Source: an optimization exercise on an open RTL-to-GDS flow (aim: small area, a short achievable clock period and few clock cycles per item). Production flows keep margins and buffers that such runs may drop. In this exercise RTL edits were held to simulation tests only and were not proved equivalent to the original. Power and IR drop assume default switching activity.

$ cat design/flow/constraint.sdc
create_clock -name core_clock -period 10.0 [get_ports {clk}]
set_input_delay 2.0000 -clock core_clock [delete_from_list [all_inputs] [get_ports {clk}]]
set_output_delay 2.0000 -clock core_clock [all_outputs]
set_load 0.01 [all_outputs]
$ cat design/flow/standard.sh
#!/bin/bash
# synth_recipe.tcl (not shown) runs the flow's synth.tcl, then flattens the netlist and writes it again
# the make line also repeats each setting of config.mk as NAME=value (left out here)
make -C /OpenROAD-flow-scripts/flow DESIGN_CONFIG=/design/flow/config.mk WORK_HOME=/design/flow/orfs CLKGATE_MAP_FILE= SYNTH_SCRIPT=/design/flow/synth_recipe.tcl "${@:-finish}"
$ cat design/flow/design.v
module soc_curve_interp_validate #(
  parameter int NUM_POINTS = 8
) (
  input  logic        clk,
  input  logic        rst,
  input  logic        cfg_wen,
  input  logic        cfg_index,
  input  logic [7:0]  cfg_data,
  input  logic        in_valid,
  output logic        in_ready,
  input  logic [19:0] in_data,
  output logic        out_valid,
  input  logic        out_ready,
  output logic [15:0] out_data
);
  logic [7:0] ve;
  logic [6:0] mt;
  logic       busy;
  always_ff @(posedge clk) begin
    if (rst) begin
      ve <= 8'd53;
      mt <= 7'd5;
    end else begin
      if (cfg_wen && cfg_index) mt <= cfg_data[6:0];
      if (cfg_wen && !cfg_index) ve <= cfg_data;
      else if (busy && eseg != 3'd5) ve <= {ve[1:0], ve[7:2]};
    end
  end
  logic [2:0]  eseg;    
  logic [1:0]  ebit;
  logic [13:0] acc;
  logic [1:0]  vbits;
  logic [15:0] mk;      
  logic [15:0] acc_sum;
  logic [13:0] acc_next;
  logic [4:0]  t1;
  logic [5:0]  t2;
  logic [6:0]  t3;
  logic [6:0]  t4;
  logic [5:0]  t5;
  assign vbits = ve[1:0];
  logic kt_new_n22, kt_new_n23, kt_new_n25, kt_new_n26, kt_new_n28, kt_new_n29, kt_new_n30, kt_new_n31, kt_new_n32, kt_new_n33, kt_new_n35, kt_new_n36, kt_new_n37, kt_new_n38, kt_new_n39, kt_new_n41, kt_new_n42, kt_new_n43, kt_new_n44, kt_new_n45, kt_new_n47, kt_new_n48, kt_new_n49, kt_new_n51, kt_new_n52, kt_new_n53, kt_new_n55, kt_new_n56, kt_new_n58, kt_new_n60, kt_new_n61, kt_new_n62, kt_new_n63, kt_new_n65, kt_new_n66, kt_new_n67, kt_new_n69, kt_new_n71, kt_new_n72, kt_new_n73, kt_new_n76;
  assign kt_new_n22 = ~eseg[2] & vbits[0];
  assign kt_new_n23 = eseg[1] & kt_new_n22;
  assign mk[15] = vbits[1] & kt_new_n23;
  assign kt_new_n25 = ~eseg[2] & vbits[1];
  assign kt_new_n26 = ~vbits[0] & kt_new_n25;
  assign mk[14] = eseg[1] & kt_new_n26;
  assign kt_new_n28 = eseg[1] & ~eseg[0];
  assign kt_new_n29 = ~eseg[1] & ~eseg[0];
  assign kt_new_n30 = ~eseg[2] & kt_new_n29;
  assign kt_new_n31 = vbits[0] & kt_new_n29;
  assign kt_new_n32 = eseg[2] & kt_new_n31;
  assign kt_new_n33 = ~kt_new_n23 & ~kt_new_n32;
  assign mk[0] = ~kt_new_n28 & ~kt_new_n33;
  assign kt_new_n35 = ~eseg[0] & vbits[1];
  assign kt_new_n36 = ~kt_new_n22 & ~kt_new_n35;
  assign kt_new_n37 = ~eseg[1] & ~kt_new_n36;
  assign kt_new_n38 = ~kt_new_n25 & ~kt_new_n37;
  assign kt_new_n39 = ~mk[0] & kt_new_n38;
  assign mk[3] = ~kt_new_n30 & ~kt_new_n39;
  assign kt_new_n41 = ~kt_new_n28 & mk[3];
  assign kt_new_n42 = vbits[1] & kt_new_n41;
  assign kt_new_n43 = vbits[0] & ~mk[15];
  assign kt_new_n44 = ~kt_new_n23 & ~kt_new_n25;
  assign kt_new_n45 = kt_new_n43 & ~kt_new_n44;
  assign mk[13] = kt_new_n42 | kt_new_n45;
  assign kt_new_n47 = ~mk[14] & ~kt_new_n37;
  assign kt_new_n48 = kt_new_n26 & ~kt_new_n47;
  assign kt_new_n49 = mk[3] & kt_new_n43;
  assign mk[12] = kt_new_n48 | kt_new_n49;
  assign kt_new_n51 = kt_new_n22 & mk[13];
  assign kt_new_n52 = ~eseg[0] & kt_new_n26;
  assign kt_new_n53 = ~kt_new_n31 & ~kt_new_n52;
  assign mk[9] = kt_new_n51 | ~kt_new_n53;
  assign kt_new_n55 = kt_new_n22 & mk[9];
  assign kt_new_n56 = ~eseg[1] & kt_new_n25;
  assign mk[11] = kt_new_n55 | kt_new_n56;
  assign kt_new_n58 = eseg[1] & kt_new_n42;
  assign mk[10] = ~kt_new_n47 | kt_new_n58;
  assign kt_new_n60 = ~vbits[1] & kt_new_n22;
  assign kt_new_n61 = ~kt_new_n26 & ~kt_new_n60;
  assign kt_new_n62 = ~mk[12] & ~kt_new_n61;
  assign kt_new_n63 = vbits[1] & ~kt_new_n33;
  assign mk[8] = kt_new_n62 | kt_new_n63;
  assign kt_new_n65 = ~kt_new_n22 & ~kt_new_n28;
  assign kt_new_n66 = ~kt_new_n47 & kt_new_n65;
  assign kt_new_n67 = ~mk[3] & ~kt_new_n66;
  assign mk[7] = ~mk[0] & ~kt_new_n67;
  assign kt_new_n69 = kt_new_n33 & ~kt_new_n60;
  assign mk[6] = kt_new_n66 | ~kt_new_n69;
  assign kt_new_n71 = ~kt_new_n23 & ~kt_new_n26;
  assign kt_new_n72 = eseg[0] & ~kt_new_n71;
  assign kt_new_n73 = kt_new_n31 & ~kt_new_n63;
  assign mk[5] = kt_new_n72 | kt_new_n73;
  assign mk[4] = ~kt_new_n31 & kt_new_n41;
  assign kt_new_n76 = ~mk[6] & ~mk[5];
  assign mk[2] = ~kt_new_n30 & ~kt_new_n76;
  assign mk[1] = kt_new_n41 & ~mk[8];
  assign acc_sum  = {2'b0, (ebit == 2'd0) ? 14'd0 : acc} + mk;
  assign acc_next = acc_sum[15:2];
  always_ff @(posedge clk) begin
    if (rst || (cfg_wen && !cfg_index)) begin
      busy <= 1'b1;
      eseg <= 3'd0;
      ebit <= 2'd0;
    end else if (busy) begin
      ebit <= ebit + 2'd1;
      if (ebit == 2'd3) eseg <= eseg + 3'd1;
      if (eseg == 3'd5) busy <= 1'b0;
    end
  end
  always_ff @(posedge clk) begin
    acc <= acc_next;
  end
  always_ff @(posedge clk) begin
    if (busy && ebit == 2'd0) begin
      case (eseg)
        3'd1: t1 <= acc[11:7];
        3'd2: t2 <= acc[12:7];
        3'd3: t3 <= acc[13:7];
        3'd4: t4 <= acc[13:7];
        3'd5: t5 <= acc[12:7];
        default: ;
      endcase
    end
  end
  logic [2:0] t6;
  logic [1:0] t7;
  logic t67_new_n14, t67_new_n15, t67_new_n16, t67_new_n17, t67_new_n18, t67_new_n19, t67_new_n21, t67_new_n22, t67_new_n23, t67_new_n24, t67_new_n25, t67_new_n26, t67_new_n27, t67_new_n28, t67_new_n30, t67_new_n31, t67_new_n32, t67_new_n33, t67_new_n34, t67_new_n35, t67_new_n36, t67_new_n37, t67_new_n38, t67_new_n39, t67_new_n40, t67_new_n41, t67_new_n42, t67_new_n43, t67_new_n44, t67_new_n45, t67_new_n46, t67_new_n47, t67_new_n48, t67_new_n51;
  assign t67_new_n14 = ve[7] & ve[6];
  assign t67_new_n15 = ve[2] & ve[1];
  assign t67_new_n16 = ~ve[3] & ~t67_new_n15;
  assign t67_new_n17 = ve[7] & ve[5];
  assign t67_new_n18 = ve[4] & t67_new_n17;
  assign t67_new_n19 = ~t67_new_n16 & t67_new_n18;
  assign t6[2] = t67_new_n14 | t67_new_n19;
  assign t67_new_n21 = ve[1] & ve[0];
  assign t67_new_n22 = ~ve[2] & ~t67_new_n21;
  assign t67_new_n23 = ve[6] & ve[4];
  assign t67_new_n24 = ve[3] & t67_new_n23;
  assign t67_new_n25 = ~t67_new_n22 & t67_new_n24;
  assign t67_new_n26 = ve[6] & ve[5];
  assign t67_new_n27 = ~ve[7] & ~t67_new_n26;
  assign t67_new_n28 = ~t67_new_n25 & t67_new_n27;
  assign t6[1] = ~t6[2] & ~t67_new_n28;
  assign t67_new_n30 = ~ve[4] & ~ve[2];
  assign t67_new_n31 = ~ve[3] & t67_new_n30;
  assign t67_new_n32 = t67_new_n26 & ~t67_new_n31;
  assign t67_new_n33 = t6[2] & t67_new_n32;
  assign t67_new_n34 = ~t6[2] & ~t67_new_n32;
  assign t67_new_n35 = ~t67_new_n33 & ~t67_new_n34;
  assign t67_new_n36 = ~ve[1] & ~ve[0];
  assign t67_new_n37 = t67_new_n30 & t67_new_n36;
  assign t67_new_n38 = ve[7] & ~t67_new_n37;
  assign t67_new_n39 = ~ve[6] & ~t67_new_n38;
  assign t67_new_n40 = ~t67_new_n25 & ~t67_new_n39;
  assign t67_new_n41 = ~ve[5] & ~t67_new_n40;
  assign t67_new_n42 = ve[3] & t67_new_n15;
  assign t67_new_n43 = ve[7] & ~ve[3];
  assign t67_new_n44 = ~ve[5] & ~t67_new_n43;
  assign t67_new_n45 = ~ve[4] & ~t67_new_n17;
  assign t67_new_n46 = ~t67_new_n44 & t67_new_n45;
  assign t67_new_n47 = ~t67_new_n42 & t67_new_n46;
  assign t67_new_n48 = ~t67_new_n41 & ~t67_new_n47;
  assign t6[0] = ~t67_new_n35 & t67_new_n48;
  assign t7[1] = t67_new_n14 & ~t67_new_n46;
  assign t67_new_n51 = ~ve[7] & ~t67_new_n32;
  assign t7[0] = ~t7[1] & ~t67_new_n51;
  logic        r0_v;
  logic [12:0] v;
  logic [6:0]  r0_c;
  logic [6:0]  e;
  logic ev_new_n21, ev_new_n22, ev_new_n23, ev_new_n24, ev_new_n25, ev_new_n26, ev_new_n27, ev_new_n28, ev_new_n29, ev_new_n30, ev_new_n31, ev_new_n33, ev_new_n34, ev_new_n35, ev_new_n36, ev_new_n37, ev_new_n38, ev_new_n39, ev_new_n40, ev_new_n41, ev_new_n42, ev_new_n43, ev_new_n44, ev_new_n45, ev_new_n46, ev_new_n47, ev_new_n48, ev_new_n49, ev_new_n50, ev_new_n51, ev_new_n52, ev_new_n53, ev_new_n54, ev_new_n55, ev_new_n56, ev_new_n57, ev_new_n58, ev_new_n59, ev_new_n60, ev_new_n61, ev_new_n62, ev_new_n63, ev_new_n64, ev_new_n65, ev_new_n66, ev_new_n67, ev_new_n68, ev_new_n69, ev_new_n70, ev_new_n71, ev_new_n72, ev_new_n73, ev_new_n74, ev_new_n75, ev_new_n76, ev_new_n77, ev_new_n78, ev_new_n79, ev_new_n80, ev_new_n81, ev_new_n82, ev_new_n83, ev_new_n84, ev_new_n85, ev_new_n86, ev_new_n87, ev_new_n88, ev_new_n89, ev_new_n90, ev_new_n91, ev_new_n92, ev_new_n93, ev_new_n94, ev_new_n95, ev_new_n96, ev_new_n97, ev_new_n98, ev_new_n99, ev_new_n100, ev_new_n101, ev_new_n102, ev_new_n103, ev_new_n104, ev_new_n105, ev_new_n106, ev_new_n107, ev_new_n108, ev_new_n109, ev_new_n110, ev_new_n111, ev_new_n112, ev_new_n113, ev_new_n114, ev_new_n115, ev_new_n116, ev_new_n117, ev_new_n118, ev_new_n119, ev_new_n120, ev_new_n121, ev_new_n122, ev_new_n123, ev_new_n125, ev_new_n126, ev_new_n127, ev_new_n128, ev_new_n130, ev_new_n131, ev_new_n132, ev_new_n133, ev_new_n134, ev_new_n135, ev_new_n136, ev_new_n137, ev_new_n138, ev_new_n139, ev_new_n140, ev_new_n141, ev_new_n142, ev_new_n143, ev_new_n144, ev_new_n145, ev_new_n146, ev_new_n147, ev_new_n148, ev_new_n150, ev_new_n151, ev_new_n152, ev_new_n153, ev_new_n154, ev_new_n155, ev_new_n156, ev_new_n157, ev_new_n158, ev_new_n159, ev_new_n160, ev_new_n161, ev_new_n162, ev_new_n163, ev_new_n164, ev_new_n165, ev_new_n166, ev_new_n167, ev_new_n168, ev_new_n169, ev_new_n170, ev_new_n171, ev_new_n172, ev_new_n173, ev_new_n174, ev_new_n175, ev_new_n176, ev_new_n177, ev_new_n178, ev_new_n179, ev_new_n180, ev_new_n181, ev_new_n182, ev_new_n183, ev_new_n184, ev_new_n185, ev_new_n186, ev_new_n187, ev_new_n188, ev_new_n189, ev_new_n190, ev_new_n191, ev_new_n192, ev_new_n193, ev_new_n194, ev_new_n195, ev_new_n196, ev_new_n197, ev_new_n198, ev_new_n199, ev_new_n200, ev_new_n201, ev_new_n202, ev_new_n203, ev_new_n204, ev_new_n205, ev_new_n206, ev_new_n207, ev_new_n208, ev_new_n209, ev_new_n210, ev_new_n211, ev_new_n212, ev_new_n213, ev_new_n214, ev_new_n215, ev_new_n216, ev_new_n217, ev_new_n218, ev_new_n219, ev_new_n220, ev_new_n221, ev_new_n222, ev_new_n223, ev_new_n224, ev_new_n225, ev_new_n226, ev_new_n227, ev_new_n228, ev_new_n229, ev_new_n230, ev_new_n231, ev_new_n232, ev_new_n234, ev_new_n235, ev_new_n236, ev_new_n237, ev_new_n238, ev_new_n239, ev_new_n240, ev_new_n241, ev_new_n242, ev_new_n243, ev_new_n244, ev_new_n245, ev_new_n246, ev_new_n247, ev_new_n248, ev_new_n249, ev_new_n250, ev_new_n251, ev_new_n252, ev_new_n253, ev_new_n254, ev_new_n255, ev_new_n256, ev_new_n257, ev_new_n258, ev_new_n259, ev_new_n260, ev_new_n261, ev_new_n262, ev_new_n263, ev_new_n264, ev_new_n265, ev_new_n266, ev_new_n267, ev_new_n268, ev_new_n269, ev_new_n270, ev_new_n271, ev_new_n272, ev_new_n273, ev_new_n275, ev_new_n276, ev_new_n277, ev_new_n278, ev_new_n279, ev_new_n280, ev_new_n281, ev_new_n282, ev_new_n283, ev_new_n284, ev_new_n285, ev_new_n286, ev_new_n287, ev_new_n288, ev_new_n289, ev_new_n290, ev_new_n291, ev_new_n292, ev_new_n293, ev_new_n294, ev_new_n295, ev_new_n296, ev_new_n297, ev_new_n298, ev_new_n299, ev_new_n300, ev_new_n301, ev_new_n302, ev_new_n303, ev_new_n304, ev_new_n305, ev_new_n306, ev_new_n307, ev_new_n308, ev_new_n309, ev_new_n310, ev_new_n311, ev_new_n312, ev_new_n313, ev_new_n314, ev_new_n315, ev_new_n316, ev_new_n317, ev_new_n318, ev_new_n319, ev_new_n320, ev_new_n321, ev_new_n322, ev_new_n323, ev_new_n324, ev_new_n325, ev_new_n326, ev_new_n327, ev_new_n328, ev_new_n329, ev_new_n330, ev_new_n331, ev_new_n332, ev_new_n333, ev_new_n334, ev_new_n335, ev_new_n336, ev_new_n337, ev_new_n338, ev_new_n339, ev_new_n340, ev_new_n341, ev_new_n342, ev_new_n343, ev_new_n344, ev_new_n345, ev_new_n346, ev_new_n347, ev_new_n348, ev_new_n349;
  assign ev_new_n21 = v[11] & v[10];
  assign ev_new_n22 = v[9] & ev_new_n21;
  assign ev_new_n23 = v[6] & v[4];
  assign ev_new_n24 = v[7] & ev_new_n23;
  assign ev_new_n25 = ~v[2] & ~v[1];
  assign ev_new_n26 = ~v[3] & ev_new_n25;
  assign ev_new_n27 = v[5] & v[4];
  assign ev_new_n28 = ~ev_new_n26 & ev_new_n27;
  assign ev_new_n29 = ev_new_n24 & ev_new_n28;
  assign ev_new_n30 = ~v[8] & ~ev_new_n29;
  assign ev_new_n31 = ev_new_n22 & ~ev_new_n30;
  assign e[6] = v[12] | ev_new_n31;
  assign ev_new_n33 = ~v[7] & v[6];
  assign ev_new_n34 = ~v[5] & ~v[4];
  assign ev_new_n35 = ~ev_new_n27 & ~ev_new_n34;
  assign ev_new_n36 = v[1] & v[0];
  assign ev_new_n37 = v[2] & ev_new_n36;
  assign ev_new_n38 = v[3] & ev_new_n37;
  assign ev_new_n39 = ev_new_n35 & ev_new_n38;
  assign ev_new_n40 = ~v[5] & ~ev_new_n39;
  assign ev_new_n41 = ev_new_n33 & ~ev_new_n40;
  assign ev_new_n42 = ~v[8] & v[6];
  assign ev_new_n43 = v[7] & ~v[6];
  assign ev_new_n44 = v[1] & ev_new_n43;
  assign ev_new_n45 = ~v[3] & ~ev_new_n33;
  assign ev_new_n46 = v[5] & ~v[2];
  assign ev_new_n47 = ~v[4] & ev_new_n46;
  assign ev_new_n48 = ev_new_n45 & ev_new_n47;
  assign ev_new_n49 = ~ev_new_n44 & ev_new_n48;
  assign ev_new_n50 = v[8] & ev_new_n49;
  assign ev_new_n51 = ~v[1] & ~v[0];
  assign ev_new_n52 = v[2] & ~ev_new_n51;
  assign ev_new_n53 = v[7] & ~ev_new_n52;
  assign ev_new_n54 = v[5] & v[3];
  assign ev_new_n55 = ~ev_new_n53 & ev_new_n54;
  assign ev_new_n56 = ~ev_new_n27 & ~ev_new_n55;
  assign ev_new_n57 = ev_new_n43 & ~ev_new_n56;
  assign ev_new_n58 = ~v[5] & ~v[3];
  assign ev_new_n59 = ~ev_new_n26 & ~ev_new_n58;
  assign ev_new_n60 = ev_new_n24 & ~ev_new_n59;
  assign ev_new_n61 = ~v[7] & ~v[6];
  assign ev_new_n62 = ~v[2] & ~ev_new_n36;
  assign ev_new_n63 = ~ev_new_n53 & ~ev_new_n62;
  assign ev_new_n64 = ~v[3] & ~ev_new_n63;
  assign ev_new_n65 = v[3] & ~ev_new_n62;
  assign ev_new_n66 = ~v[7] & ~v[4];
  assign ev_new_n67 = ~ev_new_n65 & ev_new_n66;
  assign ev_new_n68 = ~ev_new_n64 & ~ev_new_n67;
  assign ev_new_n69 = v[5] & ev_new_n68;
  assign ev_new_n70 = ~ev_new_n61 & ~ev_new_n69;
  assign ev_new_n71 = ~ev_new_n37 & ev_new_n45;
  assign ev_new_n72 = ~ev_new_n38 & ~ev_new_n71;
  assign ev_new_n73 = ~v[4] & ev_new_n72;
  assign ev_new_n74 = ~ev_new_n70 & ev_new_n73;
  assign ev_new_n75 = ~ev_new_n60 & ~ev_new_n74;
  assign ev_new_n76 = ~ev_new_n57 & ~ev_new_n75;
  assign ev_new_n77 = ~v[5] & ~ev_new_n68;
  assign ev_new_n78 = ~v[6] & ~v[4];
  assign ev_new_n79 = ~ev_new_n23 & ~ev_new_n78;
  assign ev_new_n80 = ev_new_n77 & ev_new_n79;
  assign ev_new_n81 = v[3] & ~ev_new_n61;
  assign ev_new_n82 = ~ev_new_n36 & ev_new_n81;
  assign ev_new_n83 = v[2] & v[1];
  assign ev_new_n84 = ~v[7] & ev_new_n83;
  assign ev_new_n85 = v[7] & ~ev_new_n83;
  assign ev_new_n86 = ~ev_new_n84 & ~ev_new_n85;
  assign ev_new_n87 = v[6] & ~v[4];
  assign ev_new_n88 = v[5] & ev_new_n87;
  assign ev_new_n89 = ev_new_n86 & ev_new_n88;
  assign ev_new_n90 = ~ev_new_n54 & ~ev_new_n78;
  assign ev_new_n91 = ~ev_new_n35 & ev_new_n52;
  assign ev_new_n92 = ~ev_new_n90 & ev_new_n91;
  assign ev_new_n93 = ~ev_new_n89 & ~ev_new_n92;
  assign ev_new_n94 = ~ev_new_n82 & ~ev_new_n93;
  assign ev_new_n95 = v[3] & ev_new_n83;
  assign ev_new_n96 = ev_new_n87 & ev_new_n95;
  assign ev_new_n97 = ~v[2] & ev_new_n51;
  assign ev_new_n98 = ev_new_n78 & ev_new_n97;
  assign ev_new_n99 = ~ev_new_n96 & ~ev_new_n98;
  assign ev_new_n100 = v[7] & ~ev_new_n99;
  assign ev_new_n101 = ~ev_new_n94 & ~ev_new_n100;
  assign ev_new_n102 = ~ev_new_n80 & ev_new_n101;
  assign ev_new_n103 = ~ev_new_n76 & ev_new_n102;
  assign ev_new_n104 = ~v[8] & ~ev_new_n103;
  assign ev_new_n105 = ~ev_new_n50 & ~ev_new_n104;
  assign ev_new_n106 = ~ev_new_n42 & ev_new_n105;
  assign ev_new_n107 = ev_new_n58 & ~ev_new_n99;
  assign ev_new_n108 = ev_new_n34 & ~ev_new_n65;
  assign ev_new_n109 = v[6] & ~ev_new_n28;
  assign ev_new_n110 = ~ev_new_n108 & ev_new_n109;
  assign ev_new_n111 = ~ev_new_n107 & ~ev_new_n110;
  assign ev_new_n112 = ~ev_new_n106 & ~ev_new_n111;
  assign ev_new_n113 = ~ev_new_n41 & ~ev_new_n112;
  assign ev_new_n114 = v[7] & ~v[5];
  assign ev_new_n115 = v[6] & ev_new_n114;
  assign ev_new_n116 = ev_new_n113 & ~ev_new_n115;
  assign ev_new_n117 = v[8] & ~v[6];
  assign ev_new_n118 = ~ev_new_n42 & ~ev_new_n117;
  assign ev_new_n119 = ~ev_new_n116 & ev_new_n118;
  assign ev_new_n120 = ev_new_n116 & ~ev_new_n118;
  assign ev_new_n121 = v[7] & ev_new_n22;
  assign ev_new_n122 = ~ev_new_n120 & ev_new_n121;
  assign ev_new_n123 = ~ev_new_n119 & ev_new_n122;
  assign e[5] = v[12] | ev_new_n123;
  assign ev_new_n125 = ~v[12] & ev_new_n22;
  assign ev_new_n126 = ~ev_new_n57 & ev_new_n116;
  assign ev_new_n127 = v[8] & ev_new_n43;
  assign ev_new_n128 = ev_new_n126 & ~ev_new_n127;
  assign e[4] = ev_new_n125 & ~ev_new_n128;
  assign ev_new_n130 = ev_new_n27 & ~ev_new_n113;
  assign ev_new_n131 = ~ev_new_n35 & ~ev_new_n87;
  assign ev_new_n132 = ~ev_new_n77 & ~ev_new_n131;
  assign ev_new_n133 = ~ev_new_n69 & ev_new_n132;
  assign ev_new_n134 = ev_new_n37 & ~ev_new_n133;
  assign ev_new_n135 = ~v[7] & ~ev_new_n134;
  assign ev_new_n136 = ~ev_new_n111 & ~ev_new_n135;
  assign ev_new_n137 = ev_new_n111 & ev_new_n133;
  assign ev_new_n138 = ~ev_new_n136 & ~ev_new_n137;
  assign ev_new_n139 = ~ev_new_n130 & ev_new_n138;
  assign ev_new_n140 = ~v[8] & ~ev_new_n139;
  assign ev_new_n141 = v[8] & v[7];
  assign ev_new_n142 = ~ev_new_n126 & ~ev_new_n141;
  assign ev_new_n143 = v[5] & ~ev_new_n49;
  assign ev_new_n144 = ~v[6] & ~ev_new_n143;
  assign ev_new_n145 = v[6] & ev_new_n143;
  assign ev_new_n146 = ~ev_new_n144 & ~ev_new_n145;
  assign ev_new_n147 = ~ev_new_n142 & ev_new_n146;
  assign ev_new_n148 = ~ev_new_n140 & ~ev_new_n147;
  assign e[3] = ev_new_n125 & ~ev_new_n148;
  assign ev_new_n150 = v[12] & ~v[11];
  assign ev_new_n151 = ~v[10] & ~v[9];
  assign ev_new_n152 = ~v[8] & ev_new_n151;
  assign ev_new_n153 = ev_new_n150 & ev_new_n152;
  assign ev_new_n154 = ~v[3] & ev_new_n34;
  assign ev_new_n155 = ev_new_n61 & ~ev_new_n83;
  assign ev_new_n156 = ev_new_n154 & ev_new_n155;
  assign ev_new_n157 = ev_new_n153 & ev_new_n156;
  assign ev_new_n158 = v[12] & ~ev_new_n157;
  assign ev_new_n159 = v[5] & ev_new_n62;
  assign ev_new_n160 = v[6] & ~ev_new_n52;
  assign ev_new_n161 = ~ev_new_n97 & ~ev_new_n160;
  assign ev_new_n162 = ~ev_new_n159 & ev_new_n161;
  assign ev_new_n163 = v[7] & ev_new_n162;
  assign ev_new_n164 = ~ev_new_n72 & ~ev_new_n163;
  assign ev_new_n165 = ev_new_n78 & ~ev_new_n164;
  assign ev_new_n166 = ev_new_n61 & ~ev_new_n77;
  assign ev_new_n167 = v[4] & v[1];
  assign ev_new_n168 = ~ev_new_n83 & ~ev_new_n167;
  assign ev_new_n169 = ~v[6] & ~v[0];
  assign ev_new_n170 = ~ev_new_n168 & ev_new_n169;
  assign ev_new_n171 = ~ev_new_n25 & ~ev_new_n83;
  assign ev_new_n172 = ~v[6] & v[4];
  assign ev_new_n173 = ~ev_new_n171 & ev_new_n172;
  assign ev_new_n174 = ~v[6] & ~v[2];
  assign ev_new_n175 = ~v[4] & ~ev_new_n174;
  assign ev_new_n176 = ev_new_n171 & ev_new_n175;
  assign ev_new_n177 = ~ev_new_n173 & ~ev_new_n176;
  assign ev_new_n178 = ~ev_new_n170 & ev_new_n177;
  assign ev_new_n179 = v[5] & ev_new_n178;
  assign ev_new_n180 = ev_new_n62 & ev_new_n87;
  assign ev_new_n181 = v[3] & ~ev_new_n97;
  assign ev_new_n182 = ~ev_new_n180 & ev_new_n181;
  assign ev_new_n183 = ~ev_new_n179 & ~ev_new_n182;
  assign ev_new_n184 = ~ev_new_n166 & ev_new_n183;
  assign ev_new_n185 = ~ev_new_n74 & ev_new_n184;
  assign ev_new_n186 = ev_new_n165 & ev_new_n185;
  assign ev_new_n187 = ~ev_new_n23 & ~ev_new_n133;
  assign ev_new_n188 = ~ev_new_n186 & ev_new_n187;
  assign ev_new_n189 = v[5] & ~ev_new_n61;
  assign ev_new_n190 = v[3] & ~ev_new_n25;
  assign ev_new_n191 = ev_new_n24 & ev_new_n190;
  assign ev_new_n192 = ~ev_new_n189 & ~ev_new_n191;
  assign ev_new_n193 = ev_new_n99 & ~ev_new_n192;
  assign ev_new_n194 = ~v[8] & ~ev_new_n193;
  assign ev_new_n195 = ~ev_new_n188 & ev_new_n194;
  assign ev_new_n196 = ev_new_n61 & ev_new_n108;
  assign ev_new_n197 = ~v[6] & ~ev_new_n55;
  assign ev_new_n198 = v[2] & ~ev_new_n27;
  assign ev_new_n199 = ev_new_n53 & ~ev_new_n198;
  assign ev_new_n200 = ~v[7] & ev_new_n36;
  assign ev_new_n201 = ev_new_n198 & ev_new_n200;
  assign ev_new_n202 = ~v[3] & ~ev_new_n201;
  assign ev_new_n203 = ~ev_new_n199 & ev_new_n202;
  assign ev_new_n204 = v[6] & ~ev_new_n154;
  assign ev_new_n205 = ev_new_n62 & ~ev_new_n78;
  assign ev_new_n206 = ~ev_new_n204 & ev_new_n205;
  assign ev_new_n207 = ~ev_new_n203 & ev_new_n206;
  assign ev_new_n208 = ~ev_new_n197 & ev_new_n207;
  assign ev_new_n209 = ~ev_new_n196 & ~ev_new_n208;
  assign ev_new_n210 = ~ev_new_n143 & ev_new_n209;
  assign ev_new_n211 = ev_new_n95 & ~ev_new_n178;
  assign ev_new_n212 = v[8] & ~ev_new_n211;
  assign ev_new_n213 = ~v[8] & ev_new_n181;
  assign ev_new_n214 = ev_new_n57 & ~ev_new_n213;
  assign ev_new_n215 = ~ev_new_n212 & ~ev_new_n214;
  assign ev_new_n216 = v[9] & ~ev_new_n215;
  assign ev_new_n217 = ~ev_new_n210 & ev_new_n216;
  assign ev_new_n218 = ev_new_n29 & ev_new_n215;
  assign ev_new_n219 = ev_new_n55 & ev_new_n165;
  assign ev_new_n220 = ~v[4] & ev_new_n83;
  assign ev_new_n221 = v[5] & ~v[3];
  assign ev_new_n222 = ~ev_new_n220 & ev_new_n221;
  assign ev_new_n223 = ~ev_new_n39 & ~ev_new_n222;
  assign ev_new_n224 = ev_new_n33 & ~ev_new_n223;
  assign ev_new_n225 = ev_new_n29 & ~ev_new_n71;
  assign ev_new_n226 = ~v[9] & ~ev_new_n225;
  assign ev_new_n227 = ev_new_n21 & ~ev_new_n226;
  assign ev_new_n228 = ~ev_new_n224 & ev_new_n227;
  assign ev_new_n229 = ~ev_new_n219 & ev_new_n228;
  assign ev_new_n230 = ~ev_new_n218 & ev_new_n229;
  assign ev_new_n231 = ~ev_new_n217 & ev_new_n230;
  assign ev_new_n232 = ~ev_new_n195 & ev_new_n231;
  assign e[2] = ev_new_n158 | ev_new_n232;
  assign ev_new_n234 = v[2] & ev_new_n130;
  assign ev_new_n235 = v[7] & ~ev_new_n167;
  assign ev_new_n236 = ~ev_new_n36 & ev_new_n235;
  assign ev_new_n237 = ~ev_new_n174 & ~ev_new_n235;
  assign ev_new_n238 = ~ev_new_n236 & ~ev_new_n237;
  assign ev_new_n239 = v[2] & ev_new_n23;
  assign ev_new_n240 = ev_new_n51 & ev_new_n78;
  assign ev_new_n241 = ev_new_n58 & ~ev_new_n240;
  assign ev_new_n242 = ~ev_new_n239 & ev_new_n241;
  assign ev_new_n243 = ~ev_new_n238 & ev_new_n242;
  assign ev_new_n244 = ev_new_n185 & ~ev_new_n243;
  assign ev_new_n245 = ev_new_n24 & ev_new_n244;
  assign ev_new_n246 = v[4] & ~ev_new_n164;
  assign ev_new_n247 = ev_new_n209 & ~ev_new_n246;
  assign ev_new_n248 = ~v[6] & ev_new_n114;
  assign ev_new_n249 = ev_new_n65 & ev_new_n248;
  assign ev_new_n250 = ev_new_n215 & ~ev_new_n249;
  assign ev_new_n251 = ~ev_new_n247 & ~ev_new_n250;
  assign ev_new_n252 = ~ev_new_n245 & ~ev_new_n251;
  assign ev_new_n253 = ev_new_n105 & ev_new_n252;
  assign ev_new_n254 = ~ev_new_n58 & ~ev_new_n79;
  assign ev_new_n255 = ~ev_new_n97 & ev_new_n254;
  assign ev_new_n256 = ev_new_n195 & ev_new_n255;
  assign ev_new_n257 = ev_new_n253 & ~ev_new_n256;
  assign ev_new_n258 = ~ev_new_n234 & ev_new_n257;
  assign ev_new_n259 = ev_new_n125 & ~ev_new_n258;
  assign ev_new_n260 = ev_new_n40 & ev_new_n43;
  assign ev_new_n261 = ~v[12] & v[8];
  assign ev_new_n262 = ev_new_n21 & ev_new_n261;
  assign ev_new_n263 = ~ev_new_n41 & ev_new_n262;
  assign ev_new_n264 = ~ev_new_n260 & ev_new_n263;
  assign ev_new_n265 = ~v[7] & ev_new_n226;
  assign ev_new_n266 = ~v[5] & ~ev_new_n95;
  assign ev_new_n267 = ev_new_n90 & ~ev_new_n266;
  assign ev_new_n268 = v[7] & ~ev_new_n44;
  assign ev_new_n269 = ev_new_n267 & ~ev_new_n268;
  assign ev_new_n270 = ~ev_new_n226 & ~ev_new_n269;
  assign ev_new_n271 = ~ev_new_n265 & ~ev_new_n270;
  assign ev_new_n272 = ev_new_n264 & ev_new_n271;
  assign ev_new_n273 = ~ev_new_n157 & ~ev_new_n272;
  assign e[1] = ev_new_n259 | ~ev_new_n273;
  assign ev_new_n275 = ~v[4] & ~ev_new_n84;
  assign ev_new_n276 = ev_new_n58 & ~ev_new_n97;
  assign ev_new_n277 = ~ev_new_n275 & ev_new_n276;
  assign ev_new_n278 = ev_new_n253 & ev_new_n277;
  assign ev_new_n279 = ~ev_new_n49 & ev_new_n209;
  assign ev_new_n280 = ~ev_new_n244 & ~ev_new_n279;
  assign ev_new_n281 = ~v[2] & v[1];
  assign ev_new_n282 = ~ev_new_n200 & ~ev_new_n281;
  assign ev_new_n283 = ev_new_n23 & ~ev_new_n282;
  assign ev_new_n284 = v[4] & ev_new_n36;
  assign ev_new_n285 = v[7] & v[2];
  assign ev_new_n286 = ~ev_new_n78 & ev_new_n285;
  assign ev_new_n287 = ~ev_new_n284 & ev_new_n286;
  assign ev_new_n288 = ~ev_new_n52 & ev_new_n61;
  assign ev_new_n289 = ~v[1] & v[0];
  assign ev_new_n290 = ev_new_n66 & ev_new_n289;
  assign ev_new_n291 = ~ev_new_n288 & ~ev_new_n290;
  assign ev_new_n292 = ~ev_new_n287 & ev_new_n291;
  assign ev_new_n293 = ~ev_new_n283 & ev_new_n292;
  assign ev_new_n294 = ev_new_n155 & ev_new_n293;
  assign ev_new_n295 = ~ev_new_n280 & ~ev_new_n294;
  assign ev_new_n296 = ~ev_new_n278 & ev_new_n295;
  assign ev_new_n297 = v[9] & ~ev_new_n296;
  assign ev_new_n298 = v[4] & ~v[0];
  assign ev_new_n299 = ev_new_n26 & ev_new_n298;
  assign ev_new_n300 = v[9] & ~ev_new_n181;
  assign ev_new_n301 = ~ev_new_n299 & ev_new_n300;
  assign ev_new_n302 = ev_new_n260 & ~ev_new_n301;
  assign ev_new_n303 = ev_new_n203 & ~ev_new_n226;
  assign ev_new_n304 = v[7] & ~ev_new_n35;
  assign ev_new_n305 = ~v[9] & ~ev_new_n304;
  assign ev_new_n306 = ~v[5] & v[2];
  assign ev_new_n307 = v[7] & v[0];
  assign ev_new_n308 = ~ev_new_n298 & ~ev_new_n307;
  assign ev_new_n309 = ev_new_n306 & ~ev_new_n308;
  assign ev_new_n310 = v[3] & ~ev_new_n86;
  assign ev_new_n311 = ~ev_new_n309 & ev_new_n310;
  assign ev_new_n312 = ~ev_new_n305 & ev_new_n311;
  assign ev_new_n313 = ev_new_n204 & ~ev_new_n312;
  assign ev_new_n314 = ~ev_new_n303 & ev_new_n313;
  assign ev_new_n315 = ~ev_new_n302 & ~ev_new_n314;
  assign ev_new_n316 = ~ev_new_n297 & ev_new_n315;
  assign ev_new_n317 = ev_new_n262 & ~ev_new_n316;
  assign ev_new_n318 = v[1] & ev_new_n78;
  assign ev_new_n319 = ~ev_new_n162 & ~ev_new_n318;
  assign ev_new_n320 = ~ev_new_n76 & ev_new_n215;
  assign ev_new_n321 = ~ev_new_n319 & ~ev_new_n320;
  assign ev_new_n322 = ev_new_n215 & ~ev_new_n293;
  assign ev_new_n323 = ~ev_new_n321 & ~ev_new_n322;
  assign ev_new_n324 = ev_new_n54 & ~ev_new_n323;
  assign ev_new_n325 = ev_new_n23 & ev_new_n213;
  assign ev_new_n326 = ~ev_new_n267 & ~ev_new_n325;
  assign ev_new_n327 = ~ev_new_n114 & ev_new_n326;
  assign ev_new_n328 = ev_new_n68 & ~ev_new_n185;
  assign ev_new_n329 = ev_new_n209 & ~ev_new_n328;
  assign ev_new_n330 = ~ev_new_n178 & ~ev_new_n329;
  assign ev_new_n331 = v[7] & ev_new_n25;
  assign ev_new_n332 = ~ev_new_n326 & ev_new_n331;
  assign ev_new_n333 = ~ev_new_n330 & ~ev_new_n332;
  assign ev_new_n334 = ~ev_new_n327 & ~ev_new_n333;
  assign ev_new_n335 = ev_new_n46 & ~ev_new_n298;
  assign ev_new_n336 = ~ev_new_n167 & ~ev_new_n306;
  assign ev_new_n337 = ~ev_new_n335 & ev_new_n336;
  assign ev_new_n338 = ~v[7] & ~v[5];
  assign ev_new_n339 = ev_new_n51 & ~ev_new_n338;
  assign ev_new_n340 = ev_new_n45 & ~ev_new_n339;
  assign ev_new_n341 = ~ev_new_n54 & ~ev_new_n81;
  assign ev_new_n342 = ~ev_new_n340 & ev_new_n341;
  assign ev_new_n343 = ~ev_new_n337 & ev_new_n342;
  assign ev_new_n344 = ~ev_new_n244 & ~ev_new_n343;
  assign ev_new_n345 = ~v[8] & ~ev_new_n344;
  assign ev_new_n346 = ~ev_new_n334 & ~ev_new_n345;
  assign ev_new_n347 = ~ev_new_n324 & ev_new_n346;
  assign ev_new_n348 = ev_new_n125 & ~ev_new_n347;
  assign ev_new_n349 = ~ev_new_n157 & ~ev_new_n348;
  assign e[0] = ev_new_n317 | ~ev_new_n349;
  logic [2:0] sg;
  always_comb begin
    if (v >= 13'd3893) sg = 3'd1;
    else if (v >= 13'd3783) sg = 3'd2;
    else if (v >= 13'd3721) sg = 3'd3;
    else if (v >= 13'd3686) sg = 3'd4;
    else if (v >= 13'd3575) sg = 3'd5;
    else if (v >= 13'd3487) sg = 3'd6;
    else sg = 3'd7;
  end
  logic [6:0] t_raw;
  always_comb begin
    case (sg)
      3'd1: t_raw = {2'd0, t1};
      3'd2: t_raw = {1'd0, t2};
      3'd3: t_raw = t3;
      3'd4: t_raw = t4;
      3'd5: t_raw = {1'd0, t5};
      3'd6: t_raw = {4'd0, t6};
      default: t_raw = {5'd0, t7};
    endcase
  end
  logic       r1_v;
  logic [6:0] r1_e, r1_c, r1_t;
  logic [6:0] tol;
  logic [7:0] d;
  logic [6:0] ad;
  logic       ok;
  assign tol = (r1_t < mt) ? mt : r1_t;
  assign d   = {1'b0, r1_c} - {1'b0, r1_e};
  assign ad  = d[7] ? 7'(-d) : d[6:0];
  assign ok  = (ad < r1_t) || (ad < mt);
  logic       s_v;
  logic       s_ok, h_ok;
  logic [6:0] s_e, s_t, h_e, h_t;
  logic       h_free, r1_en, r0_en;
  assign h_free = !out_valid || out_ready;
  assign r1_en  = !r1_v || !s_v;
  assign r0_en  = !r0_v || r1_en;
  logic       r0_v_n, r1_v_n, s_v_n, busy_n;
  always_comb begin
    r0_v_n = r0_en ? (in_valid && in_ready) : r0_v;
    r1_v_n = r1_en ? r0_v : r1_v;
    s_v_n  = h_free ? 1'b0 : (s_v || r1_v);
    busy_n = (cfg_wen && !cfg_index) || (busy && eseg != 3'd5);
  end
  always_ff @(posedge clk) begin
    if (rst) begin
      r0_v      <= 1'b0;
      r1_v      <= 1'b0;
      s_v       <= 1'b0;
      out_valid <= 1'b0;
      in_ready  <= 1'b0;
    end else begin
      r0_v      <= r0_v_n;
      r1_v      <= r1_v_n;
      s_v       <= s_v_n;
      out_valid <= h_free ? (s_v || r1_v) : 1'b1;
      in_ready  <= !busy_n && (!r0_v_n || !r1_v_n || !s_v_n);
    end
  end
  always_ff @(posedge clk) begin
    if (r0_en) begin
      v    <= in_data[19:7];
      r0_c <= in_data[6:0];
    end
    if (r1_en) begin
      r1_e <= e;
      r1_c <= r0_c;
      r1_t <= t_raw;
    end
    if (!s_v) begin
      s_ok <= ok;
      s_e  <= r1_e;
      s_t  <= tol;
    end
    if (h_free) begin
      if (s_v) begin
        h_ok <= s_ok;
        h_e  <= s_e;
        h_t  <= s_t;
      end else begin
        h_ok <= ok;
        h_e  <= r1_e;
        h_t  <= tol;
      end
    end
  end
  assign out_data = {h_ok, h_e, 1'b0, h_t};
endmodule
$ cat design/flow/flow/run.sh
#!/bin/bash
set -euo pipefail
MARGIN=${FLOW_SETUP_MARGIN:-6.6}
export BUFFER_PORTS_ARGS="-buffer_cell sky130_fd_sc_hd__buf_1"
sed "s/SETUP_SLACK_MARGIN=[0-9.]*/SETUP_SLACK_MARGIN=${MARGIN}/" standard.sh > standard_margin.sh
bash standard_margin.sh > standard.log 2>&1
$ cat design/flow/config.mk
export PLATFORM = sky130hd
export DESIGN_NAME = soc_curve_interp_validate
export DESIGN_NICKNAME = soc_curve_interp_validate
export VERILOG_FILES = /design/flow/design.v
export SDC_FILE = /design/flow/constraint.sdc
export NUM_CORES = 4
export LEC_CHECK = 0
export ABC_AREA = 1
export CAP_MARGIN = 20
export CORE_MARGIN = 2
export CORE_UTILIZATION = 50
export CTS_BUF_LIST = sky130_fd_sc_hd__clkbuf_8
export CTS_CLUSTER_DIAMETER = 150
export CTS_CLUSTER_SIZE = 50
export PLACE_DENSITY = 0.75
export SETUP_SLACK_MARGIN = 5
export SLEW_MARGIN = 20
==> results of run 1 <==
## area by class of cell
| class | instances | share of cell area [%] |
|---|---|---|
| clock buffers | 18 | 2.69 |
| clock inverters | 14 | 1.51 |
| inverters | 129 | 5.32 |
| multi-input cells | 697 | 44.7 |
| flip-flops and latches | 142 | 40.4 |
| well taps | 220 | 2.99 |
| repair buffers | 54 | 2.36 |
## metal layers
metal | global-route usage [%] | routed length (um) | vias up
li1 | - | - | 3497
met1 | 30.4 | 8640 | 3229
met2 | 35.7 | 9130 | 359
met3 | 4.79 | 1790 | 35
met4 | 8.81 | 335 | 0
met5 | 0 | 0 | -
## logic make-up after synthesis
kind of cell             Yosys count  share of synthesized area (%)
AO/OA/AOI/OAI                    190                           13.6
XOR/XNOR                          25                           2.61
flip-flops                       142                           44.2
other                              1                         0.0446
AND/OR/NAND/NOR                  420                           23.0
buffers and inverters            154                           7.33
adder cells (fa/ha/maj)           61                           9.17
## state kept, by name (all words and copies together) (netlist names), 2 cells and up
signal,count
acc,14
ebit,2
eseg,3
h_e,7
h_t,7
mt,7
r0_c,7
r1_c,7
r1_e,7
r1_t,7
s_e,7
s_t,7
t1,5
t2,6
t3,7
t4,7
t5,6
v,13
ve,8
## report_power, final
| group | switching [mW] | total [mW] | internal, mW |
|---|---|---|---|
| logic | 0.213 | 0.342 | 0.129 |
| clock network | 0.235 | 0.463 | 0.228 |
| registers | 0.0453 | 0.741 | 0.696 |
## worst max path at each step
stage / startpoint / endpoint / slack [ns] / depth (start not counted)
final: v[2] / r1_e[1] / 6.74 / 14
after detailed placement: cfg_wen / ve[0] / 6.54 / 8
after floorplan: cfg_wen / ve[0] / 6.84 / 7
after CTS: eseg[1] / acc[12] / 6.62 / 22
after global placement: cfg_wen / ve[0] / 6.60 / 8
after global routing: ve[1] / acc[10] / 6.51 / 22
## per-stage QoR
step | setup slack (ns) | utilization [%]
detailed placement | 6.54 | 52.9
global route | 6.51 | 55.8
global placement | 6.60 | 52.9
CTS | 6.62 | 55.2
finish | 6.74 | 55.8
floorplan | 6.84 | -
## synthesized netlist by cell type, types with 6 or more instances
master and count:
edfxtp_1 87, dfxtp_1 55, nand2_1 208, nand2_2 8
xnor2_1 6, nor2_1 81, ha_1 60, a31oi_1 13
inv_2 17, inv_1 110, o21ai_0 60, o211ai_1 15
xor2_1 19, nand4_1 26, a21oi_1 58, clkbuf_1 10
o2111ai_1 6, buf_2 8, nor3_1 14, nand3_1 52
## worst register-to-register path: cells and delay by family (launching register included)
| kind | cells | cell delay, ns |
|---|---|---|
| AOI/OAI and AO/OA | 4 | 0.99 |
| buffers and inverters | 1 | 0.40 |
| adders and majority gates | 1 | 0.33 |
| DFF | 1 | 0.57 |
| and+or+nand+nor | 8 | 0.72 |
## what timing repair did
item | CTS | global route
gates resized for setup | 2 | 21
buffers inserted | 0 | 4
pin swaps | 0 | 7
endpoints found under the setup margin | 4 | 14
hold endpoints to repair | 0 | 0
hold buffers | 0 | 0
==> impl_metrics.ini, run 1 <==
[route]
wirelength_mm = 19.9
post_drt_wl_per_cell_um = 15.6
drc = 0
vias_per_cell = 5.59
drt_iter0_markers = 792
vias = 7120
dr.pass1.iters = 5
postRouteAntennaNets = 0

[place]
io_buffers = 50
gp_congestion = 0.987
dpl.hpwl_mm = 14.3
placed_cell_area_um2 = 8730
dp_cells = 1238

[sta]
rsz0062_at_grt = yes
period_share_pct = 32.6
finalHoldViolations = 0
min_period_ns = 3.26
slew_violations = 0
fin_setup_tns_ns = 0
whs_ns = 0.434
clock-skew-final_ns = 0.0295
setup_viol = 0
fmax_ghz = 0.307
relSlewSlack_pct = 32.4
tightestPinTransition_ns = 1.01

[pwr]
p_per_area_nw_per_um2 = 168
total_power_mw = 1.55
p_leak_nw = 4.01
ir_drop_mv = 0.0895

[critical_path]
cp-start-kind = flip-flop
reg2reg_depth = 14
cp_top_family = compound AO/OA/AOI/OAI gates
cp_num_buf_inv = 1
crit_path_end_kind = flip-flop
critPathArrivalTime_ns = 3.49
critPathSlowestCell = edfxtp_1
cpPeakStageDelay_ns = 0.57
reg2reg_setup_slack_ns = 6.74
cpMostUsedCell = nand2_1
reg2reg_from = v[2]
worstPathRequired_ns = 10.23
path_cells = inv_2 -> ha_1 -> o211ai_1 -> nand2_1 -> nand2_1 -> nand2_1 -> nand2_1 -> o21ai_0 -> nand2_1 -> nand3_1 -> a31oi_1 -> o21ai_1 -> nand2_1 -> nand2_1
r2r_end = r1_e[1]
critPathMaxFanout = 14
path_class = reg -> reg

[worst_hold_path]
min_from = r0_c[1]
whs_path_depth = 0
whs_endpoint = r1_c[1]
min_path_type = reg -> reg

[finish]
final_cell_area_um2 = 9220
final_nets = 1136
areaGrowthSynthToFinish_pct = 9.69
drive_gt1_share_pct = 10.8
final_cell_mix = nand2_1 (207), inv_1 (108), edfxtp_1 (87)
final_common_cell = nand2_1
diodes = 0
multi_input_area_um2 = 4120
final_cells = 1274
fill_cells = 1513
regArea_um2 = 3720

[synthesis]
ys_warn_count = 1
synth_area_um2 = 8400
ys_seq_area_share_pct = 44.2
post-synth-top-area-fraction_pct = 31.1
ys_seq_elements = 142
synth-edff-count = 87
syn_nets = 1088
syn_avg_cell_area_um2 = 8.46
synth.area.top_cells = edfxtp_1 (31%), dfxtp_1 (13%), nand2_1 (9.3%)
ys_types = 57
synth_largest_area_cell = edfxtp_1
postSynth.asyncResetShare_pct = 0
ys.flop_type = edfxtp_1
synth_cells = 993

[grt]
grt_pass1_vias = 6558
grt_overflow_total = 0
grt_start_max_net_pins = 31
grt_use_total_pct = 22.6
grt_pass1_wl_mm = 32.1
antenna_found_initial = 0

[clocking]
clk_path_buf_depth = 2
cts-root-buf = clkbuf_8
clkTransAtPathRegs_ns = 0.11
clock_sinks = 142
clk_latency_ns = 0.47
cts_tree = built
htree_levels = 4
cts_buffers = 17

[die]
io_pins = 52
num_rows = 47
die_area_um2 = 17900
die_h_um = 134
core_um2 = 16500
dieWidth_um = 134
start_util_pct = 50.8

[flow_run]
max_cap_viol_count = 0

[run_status]
status = timing/DRC/antenna clean
Testbench counts, summed over its fixed seeds: cycles 3,376, items 3,200.
==> run 2, diff against run 1 <==
--- a/design/flow/config.mk
+++ b/design/flow/config.mk
@@ -13,5 +13,5 @@
 export CTS_CLUSTER_DIAMETER = 150
 export CTS_CLUSTER_SIZE = 50
-export PLACE_DENSITY = 0.75
+export GPL_ROUTABILITY_DRIVEN = 0
 export SETUP_SLACK_MARGIN = 5
 export SLEW_MARGIN = 20
==> run 2 against run 1 <==
Compared with the run above:
- total power up 1.7%
- flip-flop and latch count unchanged
- largest power group unchanged
- die area unchanged
- hold slack worse by 0.011 ns
- still clean on timing, DRC and antenna
- clock power up 3%
==> impl_metrics.ini, run 2 <==
[run_status]
status = timing/DRC/antenna clean

[die]
dieWidth_um = 134
io_pins = 52
start_util_pct = 50.8
die_h_um = 134
core_um2 = 16500
num_rows = 47
die_area_um2 = 17900

[synthesis]
syn_avg_cell_area_um2 = 8.46
postSynth.asyncResetShare_pct = 0
yosysMostFrequentCell = nand2_1
syn_nets = 1088
synth_area_um2 = 8400
synthXorXnorAreaFrac_pct = 2.61
ys_types = 57
ys.flop_type = edfxtp_1
ys_seq_area_share_pct = 44.2
synth.area.top_cells = edfxtp_1 (31%), dfxtp_1 (13%), nand2_1 (9.3%)
synth_compound_area_share_pct = 13.6
synth_top_family_by_area = simple AND/OR/NAND/NOR gates
synthSimpleGateAreaFrac_pct = 23.0
ys_warn_count = 1
ys_top_cells_by_count = nand2_1 (208), inv_1 (110), edfxtp_1 (87), nor2_1 (81)
post-synth-top-area-fraction_pct = 31.1
synth_cells = 993
ys_seq_elements = 142
synth_largest_area_cell = edfxtp_1
synth_fa_ha_area_share_pct = 9.17
synth-edff-count = 87
synthMuxAreaShare_pct = 0

[sta]
finalWorstSetupSlack_ns = 6.76
rsz0062_at_grt = yes
clock-skew-final_ns = 0.0104
slew_violations = 0
relSlewSlack_pct = 29.5
min_period_ns = 3.24
finalHoldViolations = 0
period_share_pct = 32.4
fin_setup_tns_ns = 0
tightestPinTransition_ns = 1.05
fmax_ghz = 0.308
setup_viol = 0

[pwr]
pwr-share-seq_pct = 46.9
p_int_mw = 1.07
power.switching_mw = 0.499
p_leak_nw = 4.05
p_per_area_nw_per_um2 = 169
ir_drop_mv = 0.101
clkPwrFrac_pct = 30.3
switching_share_pct = 31.7
power_frac_comb_pct = 22.8

[grt]
grt_start_max_net_pins = 31
grt_pass1_wl_mm = 31.9
antenna_found_initial = 0
grt_use_total_pct = 22.4
grt_pass1_vias = 6476
grt_overflow_total = 0

[clocking]
clock_sinks = 142
clk_latency_ns = 0.45
cts-root-buf = clkbuf_8
clk_path_buf_depth = 2
htree_levels = 4
cts_hold_buf = 0
clkTransAtPathRegs_ns = 0.09
cts_buffers = 17
cts_tree = built

[route]
vias = 6964
dr.pass1.iters = 6
drc = 0
vias_per_cell = 5.42
drt_iter0_markers = 612
post_drt_wl_per_cell_um = 15.3
postRouteAntennaNets = 0
wirelength_mm = 19.7

[critical_path]
path_class = reg -> reg
cp-start-kind = flip-flop
cpMostUsedCell = inv_2
cpPeakStageDelay_ns = 0.37
path_cells = inv_2 -> ha_2 -> nand2_2 -> o21ai_2 -> inv_2 -> nor2_4 -> inv_2 -> a31oi_4 -> inv_2 -> nor2_2 -> inv_1 -> a21oi_2 -> ha_1 -> nand2_1 -> nor2_1 -> a211oi_2 -> o21ai_2 -> a21oi_2 -> o21ai_2 -> nand2_1 -> nand3_2 -> xor2_1
worstPathRequired_ns = 10.34
critPathArrivalTime_ns = 3.59
crit_path_end_kind = flip-flop
critPathMaxFanout = 6
critPathSlowestCell = dfxtp_2

[worst_hold_path]
min_path_type = reg -> reg

[finish]
regArea_um2 = 3720
final_util_pct = 56.4
diodes = 0
fill_cells = 1521
drive_gt1_share_pct = 12.2
final_nets = 1146
final_common_cell = nand2_1
largest_reg_flops = 14
final_cells = 1284
areaGrowthSynthToFinish_pct = 11.0
multi_input_area_um2 = 4130
final_cell_mix = nand2_1 (206), inv_1 (107), edfxtp_1 (87)
largestRegisters = acc (14), v (13), ve (8)
largest_register = acc

[place]
dpl.hpwl_mm = 14.5
io_buffers = 50
dp_slack_ns = 6.46
dp_cells = 1239

[flow_run]
max_cap_viol_count = 0
run 2: changes by cell type in the layout (fill, tap and decap cells not counted), sizes merged:
cell      change
buf          +10
clkbuf        +1
clkinv        -1
clkinvlp      +1
inv           -1
run 2: area by class of cell:
cell class / instances / area share (%)
Clock inverter: 13 / 1.64
Multi-Input combinational cell: 697 / 44.3
Tap cell: 220 / 2.95
Inverter: 129 / 5.23
Clock buffer: 19 / 2.80
Timing Repair Buffer: 64 / 3.14
Sequential cell: 142 / 39.9
run 2: final timing paths:
check | startpoint | end | slack, ns | cells past startpoint
worst max register to register | eseg[0] | acc[12] | 6.76 | 22
worst max-delay path | eseg[0] | acc[12] | 6.76 | 22
worst min register to register | r0_c[5] | r1_c[5] | 0.42 | 0
worst min-delay path | r0_c[5] | r1_c[5] | 0.42 | 0
run 2: metal layers:
layer	GRT usage, %	routed length, um
met5	0	0
met4	7.39	376
met3	5.25	1420
met2	35.9	9060
met1	30.2	8820
run 2: kinds of logic (layout without fill, tap and decap cells):
logic type	after synthesis	in the layout
compound gates	190	190
xor+xnor	25	25
fa+ha+maj	61	61
buf+inv	154	225
flops	142	142
other cells	1	1
simple gates	420	420
run 2: timing repair:
action                     4_1_cts  5_1_grt
gates resized for setup          2       20
setup buffers                    2       11
setup endpoints to repair        6       17
pin swaps                        1        8
run 2: worst max-delay path: cells and delay by family, from the launching register on:
kind                     cells  cell delay (ns)
buffers and inverters        5             0.37
AO/OA/AOI/OAI                7             1.09
flip-flops                   1             0.37
adder cells (fa/ha/maj)      2             0.51
XOR/XNOR                     1             0.15
AND/OR/NAND/NOR              7             0.65
run 2: per-stage QoR:
| stage | hold WS [ns] | power (mW) | cell area (um2) |
|---|---|---|---|
| after floorplan | 0.400 | 0.998 | 8400 |
| after detailed placement | 0.405 | 1.08 | 8740 |
| after global routing | 0.436 | 1.66 | 9320 |
| final | 0.423 | 1.57 | 9320 |
| after CTS | 0.426 | 1.56 | 9180 |
| after global placement | 0.402 | 1.08 | 8740 |
run 2: power by group through the flow:
stage	logic (mW)	clock network (mW)	registers, mW
after detailed placement	0.333	0	0.751
after global placement	0.332	0	0.750
after floorplan	0.260	0	0.738
after CTS	0.338	0.488	0.738
final	0.358	0.476	0.738
after global routing	0.404	0.515	0.745
==> run 3, diff against run 2 <==
--- a/design/flow/config.mk
+++ b/design/flow/config.mk
@@ -9,9 +9,8 @@
 export CAP_MARGIN = 20
 export CORE_MARGIN = 2
-export CORE_UTILIZATION = 50
+export CORE_UTILIZATION = 40
 export CTS_BUF_LIST = sky130_fd_sc_hd__clkbuf_8
 export CTS_CLUSTER_DIAMETER = 150
 export CTS_CLUSTER_SIZE = 50
-export GPL_ROUTABILITY_DRIVEN = 0
 export SETUP_SLACK_MARGIN = 5
 export SLEW_MARGIN = 20
==> run 3 against run 2 <==
Compared with the run above:
- hold slack better by 0.0045 ns
- via count up 0.37%
- critical path type unchanged
- cell area up 0.66%
- count of clock-buffer cells in the layout down 1
- synthesized area unchanged
- global-route usage down 3.5 points
- die area up 24%
- highest routed layer unchanged
- total power up 2.9%
==> impl_metrics.ini, run 3 <==
[pwr]
p_int_mw = 1.11
p_leak_nw = 4.04
pwr-share-seq_pct = 45.8
switching_share_pct = 31.3
p_per_area_nw_per_um2 = 172
power_frac_comb_pct = 21.6
power.switching_mw = 0.506
ir_drop_mv = 0.0815
clkPwrFrac_pct = 32.6

[sta]
fmax_ghz = 0.311
setup_viol = 0
relSlewSlack_pct = 32.5
rsz0062_at_grt = no
fin_setup_tns_ns = 0
clock-skew-final_ns = 0.0165
min_period_ns = 3.21
finalHoldViolations = 0
tightestPinTransition_ns = 1.00
slew_violations = 0
period_share_pct = 32.1

[grt]
grt_start_max_net_pins = 31
grt_overflow_total = 0
antenna_found_initial = 0
grt_pass1_vias = 6566
grt_pass1_wl_mm = 33.3
grt_use_total_pct = 18.9

[synthesis]
ys_seq_elements = 142
ys_top_cells_by_count = nand2_1 (208), inv_1 (110), edfxtp_1 (87), nor2_1 (81)
postSynth.asyncResetShare_pct = 0
syn_nets = 1088
post-synth-top-area-fraction_pct = 31.1
synth.area.top_cells = edfxtp_1 (31%), dfxtp_1 (13%), nand2_1 (9.3%)
synth_cells = 993
ys_warn_count = 1
ys.flop_type = edfxtp_1
ys_types = 57
syn_avg_cell_area_um2 = 8.46
synth_largest_area_cell = edfxtp_1
yosysMostFrequentCell = nand2_1
ys_seq_area_share_pct = 44.2
synth-edff-count = 87
synth_area_um2 = 8400

[route]
drt_iter0_markers = 605
wirelength_mm = 20.4
dr.pass1.iters = 5
vias = 6990
vias_per_cell = 5.25
post_drt_wl_per_cell_um = 15.3
drc = 0
postRouteAntennaNets = 0

[place]
gp_congestion = 0.950
io_buffers = 50
dp_cells = 1293
dpl.hpwl_mm = 15.2

[flow_run]
max_cap_viol_count = 0

[finish]
largestRegisters = acc (14), v (13), ve (8)
largest_register = acc
largest_reg_flops = 14
fill_cells = 2066
final_common_cell = nand2_1
areaGrowthSynthToFinish_pct = 11.7
diodes = 0
final_cells = 1332
final_nets = 1139
final_cell_mix = nand2_1 (206), inv_1 (107), edfxtp_1 (87)
drive_gt1_share_pct = 11.7

[die]
dieWidth_um = 149
start_util_pct = 40.3
io_pins = 52
die_h_um = 149
die_area_um2 = 22200
core_um2 = 20800
num_rows = 53

[critical_path]
critPathArrivalTime_ns = 3.55
critPathMaxFanout = 7
worstPathRequired_ns = 10.34
cp-start-kind = flip-flop
path_class = reg -> reg
crit_path_end_kind = flip-flop
reg2reg_depth = 18
reg2reg_from = ve[0]
r2r_end = acc[10]
reg2reg_setup_slack_ns = 6.79

[worst_hold_path]
whs_path_depth = 0
min_path_type = reg -> reg
min_from = r0_c[6]
whs_endpoint = r1_c[6]

[clocking]
htree_levels = 4
clk_path_buf_depth = 2
cts_hold_buf = 0
cts-root-buf = clkbuf_8
cts_tree = built
clkTransAtPathRegs_ns = 0.09
clock_sinks = 142
cts_buffers = 17
clk_latency_ns = 0.45

[run_status]
status = timing/DRC/antenna clean
run 3: cell counts after synthesis:
Identical to the previous run, type by type.
run 3: worst max-delay path by stage:
stage / cells past startpoint / start / slack, ns / endpoint
5_1_grt: 23 / eseg[1] / 6.58 / acc[10]
2_1_floorplan: 7 / cfg_wen / 6.84 / ve[0]
6_report: 18 / ve[0] / 6.79 / acc[10]
3_5_place_dp: 8 / cfg_wen / 6.51 / ve[0]
4_1_cts: 22 / eseg[1] / 6.64 / acc[12]
3_3_place_gp: 8 / cfg_wen / 6.56 / ve[0]
run 3: cell families (layout without fill, tap and decap cells):
family / after synthesis / in the layout / synth area share (%)
compound gates: 190 / 190 / 13.6
xor+xnor: 25 / 25 / 2.61
fa+ha+maj: 61 / 61 / 9.17
buf+inv: 154 / 218 / 7.33
flops: 142 / 142 / 44.2
other cells: 1 / 1 / 0.0446
simple gates: 420 / 420 / 23.0
run 3: worst max-delay path, cell delays in order (launching register included):
cell,delay (ns)
dfxtp_2,0.40
inv_2,0.13
nor2_4,0.06
o21ai_0,0.45
nand2_1,0.17
nand3_1,0.13
nand3_1,0.11
nor2_1,0.11
nor2_1,0.05
ha_1,0.35
a21oi_2,0.17
nor2_1,0.06
a211oi_2,0.16
o21ai_2,0.11
a21oi_2,0.20
o21ai_2,0.11
nand3_1,0.09
nand2_1,0.09
xor2_1,0.16
run 3: cell type report:
class	instances	area [um2]	area share (%)
sequential	142	3720	39.7
timing repair buffer	57	240	2.56
multi-input combinational	697	4140	44.1
clock inverter	14	198	2.11
inverter	129	494	5.27
clock buffer	18	248	2.64
tap	275	344	3.67
run 3: what timing repair did:
| item | CTS | global route |
|---|---|---|
| hold endpoints to repair | 0 | 0 |
| pin swaps | 1 | 3 |
| setup buffers | 1 | 6 |
| gates resized for setup | 4 | 22 |
| endpoints found under the setup margin | 4 | 20 |
run 3: power groups by stage:
| stage | Sequential [mW] | Clock [mW] | Combinational [mW] |
|---|---|---|---|
| floorplan | 0.738 | 0 | 0.260 |
| CTS | 0.740 | 0.540 | 0.338 |
| global route | 0.747 | 0.566 | 0.399 |
| detailed placement | 0.753 | 0 | 0.334 |
| global placement | 0.752 | 0 | 0.331 |
| finish | 0.740 | 0.527 | 0.349 |
run 3: per-stage QoR:
stage | utilization [%] | instance area (um2) | setup WS, ns | hold slack, ns | power (mW)
6_report | 45.1 | 9390 | 6.79 | 0.427 | 1.62
5_1_grt | 45.1 | 9390 | 6.58 | 0.443 | 1.71
4_1_cts | 44.5 | 9270 | 6.64 | 0.435 | 1.62
3_5_place_dp | 42.3 | 8800 | 6.51 | 0.405 | 1.09
3_3_place_gp | 42.3 | 8800 | 6.56 | 0.407 | 1.08
2_1_floorplan | - | 8400 | 6.84 | 0.400 | 0.998
run 3: per-layer routing:
metal	global-route usage [%]	routed length (um)	up-vias
met1	26.0	9290	3206
met5	0	0	-
li1	-	-	3509
met2	30.0	9370	252
met4	5.19	264	0
met3	4.40	1470	23
==> run 4, diff against run 3 <==
==> design/flow/flow/run.sh (replaced) <==
#!/bin/bash
set -euo pipefail
MARGIN=${FLOW_SETUP_MARGIN:-6.3}
export BUFFER_PORTS_ARGS="-buffer_cell sky130_fd_sc_hd__buf_1"
sed "s/SETUP_SLACK_MARGIN=[0-9.]*/SETUP_SLACK_MARGIN=${MARGIN}/" standard.sh > standard_margin.sh
bash standard_margin.sh > standard.log 2>&1
--- a/design/flow/config.mk
+++ b/design/flow/config.mk
@@ -9,5 +9,5 @@
 export CAP_MARGIN = 20
 export CORE_MARGIN = 2
-export CORE_UTILIZATION = 40
+export CORE_UTILIZATION = 50
 export CTS_BUF_LIST = sky130_fd_sc_hd__clkbuf_8
 export CTS_CLUSTER_DIAMETER = 150
==> run 4 against run 3 <==
Compared with the run above:
- hold slack got worse by 0.0040 ns
- register-to-register slack got worse by 0.16 ns
- critical endpoint is now r1_e[5]
- largest power group unchanged
- cell count fell by 4.4%
- highest routed layer unchanged
- flip-flop and latch count did not move
- cell area fell by 2.4%
- combinational power fell by 2%
==> impl_metrics.ini, run 4 <==
[synthesis]
synth_cells = 993
synth-edff-count = 87
ys_seq_elements = 142
synth_area_um2 = 8400
syn_nets = 1088
postSynth.asyncResetShare_pct = 0
synth_largest_area_cell = edfxtp_1
yosysMostFrequentCell = nand2_1
ys_top_cells_by_count = nand2_1 (208), inv_1 (110), edfxtp_1 (87), nor2_1 (81)
ys_seq_area_share_pct = 44.2
post-synth-top-area-fraction_pct = 31.1
syn_avg_cell_area_um2 = 8.46

[critical_path]
cpMostUsedCell = nand2_1
cp-start-kind = flip-flop
path_class = reg -> reg
cp_top_family = simple AND/OR/NAND/NOR gates
worstPathRequired_ns = 10.23
critPathSlowestCell = edfxtp_1
crit_path_end_kind = flip-flop
path_cells = clkinv_1 -> ha_1 -> inv_1 -> o21ai_1 -> nand2_1 -> nand2_1 -> nor2_1 -> nand2_1 -> inv_1 -> nand2_1 -> nand2_1 -> nand2_1 -> nand2_2 -> nand3_1 -> or2_1 -> nand3_1 -> nand2_1
critPathArrivalTime_ns = 3.60
critPathMaxFanout = 15
cpPeakStageDelay_ns = 0.77

[pwr]
p_per_area_nw_per_um2 = 167
p_leak_nw = 3.99

[place]
dp_slack_ns = 6.51
dpl.hpwl_mm = 15.0

[flow_run]
max_cap_viol_count = 0

[sta]
slew_violations = 0
fin_setup_tns_ns = 0
finalHoldViolations = 0
relSlewSlack_pct = 36.2
min_period_ns = 3.37
clock-skew-final_ns = 0.0168
fmax_ghz = 0.297
period_share_pct = 33.7
rsz0062_at_grt = no
setup_viol = 0

[route]
drt_iter0_markers = 545
drc = 0
vias_per_cell = 5.41
dr.pass1.iters = 5
vias = 6885

[die]
core_um2 = 16500
die_area_um2 = 17900
dieWidth_um = 134

[grt]
antenna_found_initial = 0
grt_pass1_vias = 6546
grt_use_total_pct = 23.2
grt_start_max_net_pins = 31
use_met3_pct = 4.07
grt_overflow_total = 0

[finish]
regArea_um2 = 3720
final_common_cell = nand2_1
final_nets = 1135
drive_gt1_share_pct = 9.50
diodes = 0
final_cell_mix = nand2_1 (207), inv_1 (112), edfxtp_1 (87)
largest_reg_flops = 14
areaGrowthSynthToFinish_pct = 8.99
largestRegisters = acc (14), v (13), ve (8)
multi_input_area_um2 = 4090

[clocking]
cts_buffers = 17
htree_levels = 4
cts_tree = built
clkTransAtPathRegs_ns = 0.09
clk_latency_ns = 0.46
cts_hold_buf = 0
cts-root-buf = clkbuf_8
clk_path_buf_depth = 2

[run_status]
status = timing/DRC/antenna clean
## run 4: cell counts after synthesis
Identical to the previous run, type by type.
## run 4: cells by family (layout without fill, tap and decap cells)
| group | after synthesis | after routing | share of synthesized area, % |
|---|---|---|---|
| other cells | 1 | 1 | 0.0446 |
| flops | 142 | 142 | 44.2 |
| compound gates | 190 | 190 | 13.6 |
| xor+xnor | 25 | 25 | 2.61 |
| buf+inv | 154 | 214 | 7.33 |
| simple gates | 420 | 420 | 23.0 |
| fa+ha+maj | 61 | 61 | 9.17 |
## run 4: through the flow
step / cells / area, um2 / util (%) / total power, mW / hold WS [ns]
floorplan: 993 / 8400 / - / 0.998 / 0.400
global placement: 1239 / 8740 / 52.9 / 1.08 / 0.402
detailed placement: 1239 / 8740 / 52.9 / 1.09 / 0.406
CTS: 1271 / 9120 / 55.2 / 1.54 / 0.423
global route: 1273 / 9160 / 55.4 / 1.61 / 0.429
finish: 1273 / 9160 / 55.4 / 1.53 / 0.423
## run 4: final cells by class
| cell class | count | area share [%] |
|---|---|---|
| flip-flops and latches | 142 | 40.6 |
| multi-input cells | 697 | 44.7 |
| clock inverters | 15 | 1.60 |
| well taps | 220 | 3.01 |
| repair buffers | 53 | 2.30 |
| inverters | 129 | 5.29 |
| clock buffers | 17 | 2.55 |
## run 4: routing by layer
layer | part of all wire (%) | vias to the layer above | wire, um
met2 | 45 | 245 | 9000
met3 | 5.8 | 37 | 1160
met4 | 2.3 | 0 | 461
met1 | 47 | 3115 | 9490
li1 | - | 3488 | -
met5 | 0 | - | 0
## run 4: final timing paths
check	from	endpoint	slack [ns]	cells past startpoint
setup reg to reg	v[4]	r1_e[5]	6.63	17
hold / removal	r0_c[2]	r1_c[2]	0.42	0
hold reg to reg	r0_c[2]	r1_c[2]	0.42	0
setup / recovery	v[4]	r1_e[5]	6.63	17
## run 4: repair_timing
action                                 CTS  global route
endpoints found under the hold margin    0             0
setup endpoints to repair                0             5
setup buffers                            0             2
resized for setup                        0             5
## run 4: power by group
group	switching, mW	total [mW]	internal, mW
clock	0.229	0.450	0.221
combinational	0.215	0.341	0.126
sequential	0.0426	0.738	0.696

Check on run 4: ideal ports give 6.628 ns setup slack; a clkbuf_16 on the clock port and buf_2 on the inputs give 6.628 ns; moving port delays by the midpoint clock arrival (0.493 ns) as well gives 6.441 ns.
